This design comes from an exercise in tuning for small area, a short achievable clock period and few clock cycles on the open sky130 flow, not from production work.
In this exercise RTL edits were held to simulation tests only and were not proved equivalent to the original.

Setup of the reference run:
// alu_seq
module alu_seq #(
    parameter int XLEN    = 32,
    parameter int SHAMT_W = $clog2(XLEN)
) (
    input  logic                clk,
    input  logic                rst_n,
    input  logic                flush,
    input  logic                in_valid,
    output logic                in_ready,
    input  logic [ALU_OP_W-1:0] op,
    input  logic                alu_src,
    input  logic [XLEN-1:0]     src1,
    input  logic [XLEN-1:0]     src2,
    input  logic [XLEN-1:0]     imm,
    output logic                out_valid,
    input  logic                out_ready,
    output logic [XLEN-1:0]     result,
    output logic                zero,
    output logic                busy
);
make LEC_CHECK=0 ABC_AREA=1 CAP_MARGIN=20 CORE_MARGIN=2 CORE_UTILIZATION=40 PLACE_DENSITY=0.6 SETUP_SLACK_MARGIN=5 SLEW_MARGIN=20 finish   # period 12.0 ns
run.sh (not shown) runs the stock make flow with config.mk's settings and CLKGATE_MAP_FILE= SYNTH_SCRIPT=/design/flow/synth_recipe.tcl, a recipe that flattens the netlist after the stock synthesis.
Looking at the reports, the reference run completed the entire flow and the layout it produced met the timing, DRC and antenna checks.
Testbench counts of the reference run, summed over its fixed seeds: cycles 8,485.
Inputs modified between the reference run and the trial run:
- PLACE_DENSITY: 0.6 -> 0.7
- CORE_UTILIZATION: 40 -> 65
## What came out
- Diff the reference run -> the trial run | cell area after placement | decrease of 810 um2
- As far as number of nets produced by synthesis goes, the trial run and the reference run are indistinguishable; the numbers are identical.
- From the reference run to the trial run the numbers moved as follows: floorplan die height went down; die extent in x decreased 21%.
- In the trial run, routability congestion estimate from global placement is higher than in the reference run.
- Comparing the trial run against the reference run, there is no change at all in part of the Yosys area used for sequential elements.
- Note that the HPWL after detailed placement recorded for the trial run amounts to 0.813 times the value seen in the reference run.
- As the logs show, the trial run stopped at 5_1_grt after a tool error, so it never reached the end of the flow.
- On worst setup slack before clock tree synthesis, the trial run does better than the reference run.


Starting RTL as in the previous note.
Design alu_seq, start of the top module:
module alu_seq #(
    parameter int XLEN    = 32,
    parameter int SHAMT_W = $clog2(XLEN)
) (
    input  logic                clk,
    input  logic                rst_n,
    input  logic                flush,
    input  logic                in_valid,
    output logic                in_ready,
    input  logic [ALU_OP_W-1:0] op,
    input  logic                alu_src,
    input  logic [XLEN-1:0]     src1,
    input  logic [XLEN-1:0]     src2,
    input  logic [XLEN-1:0]     imm,
    output logic                out_valid,
    input  logic                out_ready,
    output logic [XLEN-1:0]     result,
    output logic                zero,
    output logic                busy
);
==> flow/config.mk <==
export PLATFORM = sky130hd
export DESIGN_NAME = alu_seq
export DESIGN_NICKNAME = alu_seq
export VERILOG_FILES = /design/flow/design.v
export SDC_FILE = /design/flow/constraint.sdc
export NUM_CORES = 4
export LEC_CHECK = 0
export ABC_AREA = 1
export CAP_MARGIN = 20
export CORE_MARGIN = 2
export CORE_UTILIZATION = 40
export PLACE_DENSITY = 0.6
export SETUP_SLACK_MARGIN = 5
export SLEW_MARGIN = 20
==> flow/constraint.sdc <==
create_clock -name core_clock -period 12.0 [get_ports {clk}]
set_input_delay 2.4000 -clock core_clock [delete_from_list [all_inputs] [get_ports {clk}]]
set_output_delay 2.4000 -clock core_clock [all_outputs]
set_load 0.01 [all_outputs]
standard.sh (not shown) runs the stock make flow with config.mk's settings and CLKGATE_MAP_FILE= SYNTH_SCRIPT=/design/flow/synth_recipe.tcl, a recipe that flattens the netlist after the stock synthesis.
==> flow/flow/run.sh <==
#!/bin/bash
# Layout: the standard flow (standard.sh, all steps unchanged) with one
# setting added: every input and output port still gets its own buffer, but
# the buffer is a sky130_fd_sc_hd__buf_1 rather than the default delay cell.
# make's full output goes to make_finish.log here; ORFS keeps each step's
# log under orfs/logs/.
set -euo pipefail
bash standard.sh finish "BUFFER_PORTS_ARGS=-buffer_cell sky130_fd_sc_hd__buf_1" > make_finish.log 2>&1
The baseline completed without violations.
Testbench counts at the start, summed over its fixed seeds: cycles 8,485.
Next try:
==> flow/flow/run.sh (replaced) <==
#!/bin/bash
# Layout: the standard flow (standard.sh, all steps unchanged) with one
# setting added: every input and output port still gets its own buffer, but
# the buffer is a sky130_fd_sc_hd__buf_2 rather than the default delay cell.
# make's full output goes to make_finish.log here; ORFS keeps each step's
# log under orfs/logs/.
set -euo pipefail
bash standard.sh finish "BUFFER_PORTS_ARGS=-buffer_cell sky130_fd_sc_hd__buf_2" > make_finish.log 2>&1
Setup slack gets worse by 0.11 ns.
Utilization is about the same.
Synthesized cell count does not change.

==> what the ideal ports hide <==
In the flow no input, the clock included, has a driving cell. The finished layouts below were timed again as built, in two steps. Step 1 assumes that a clkbuf_16 drives the clock port and a buf_2 every other input. Step 2 adds t to the input delays and takes it off the output delays; t is the mean of the earliest and latest rising clock arrival at the registers after step 1. Input paths then give back, and output paths get back, about the clock's delay inside the block. Three values: no drivers, after step 1, after step 2; two values: the first two.
run	t, ns	setup WS [ns]	worst setup path after step 2	clock arrival spread, ns	cell pins on the clock port's net
the reference run	0.615	4.956 / 4.942 / 4.956	register to register	0.048 / 0.048	1
the first run of note 2	0.606	4.951 / 4.951 / 4.951	register to register	0.040 / 0.040	1
the second run of note 2	0.597	4.838 / 4.838 / 4.838	register to register	0.028 / 0.029	1
After both steps setup and hold are still met in every run listed.
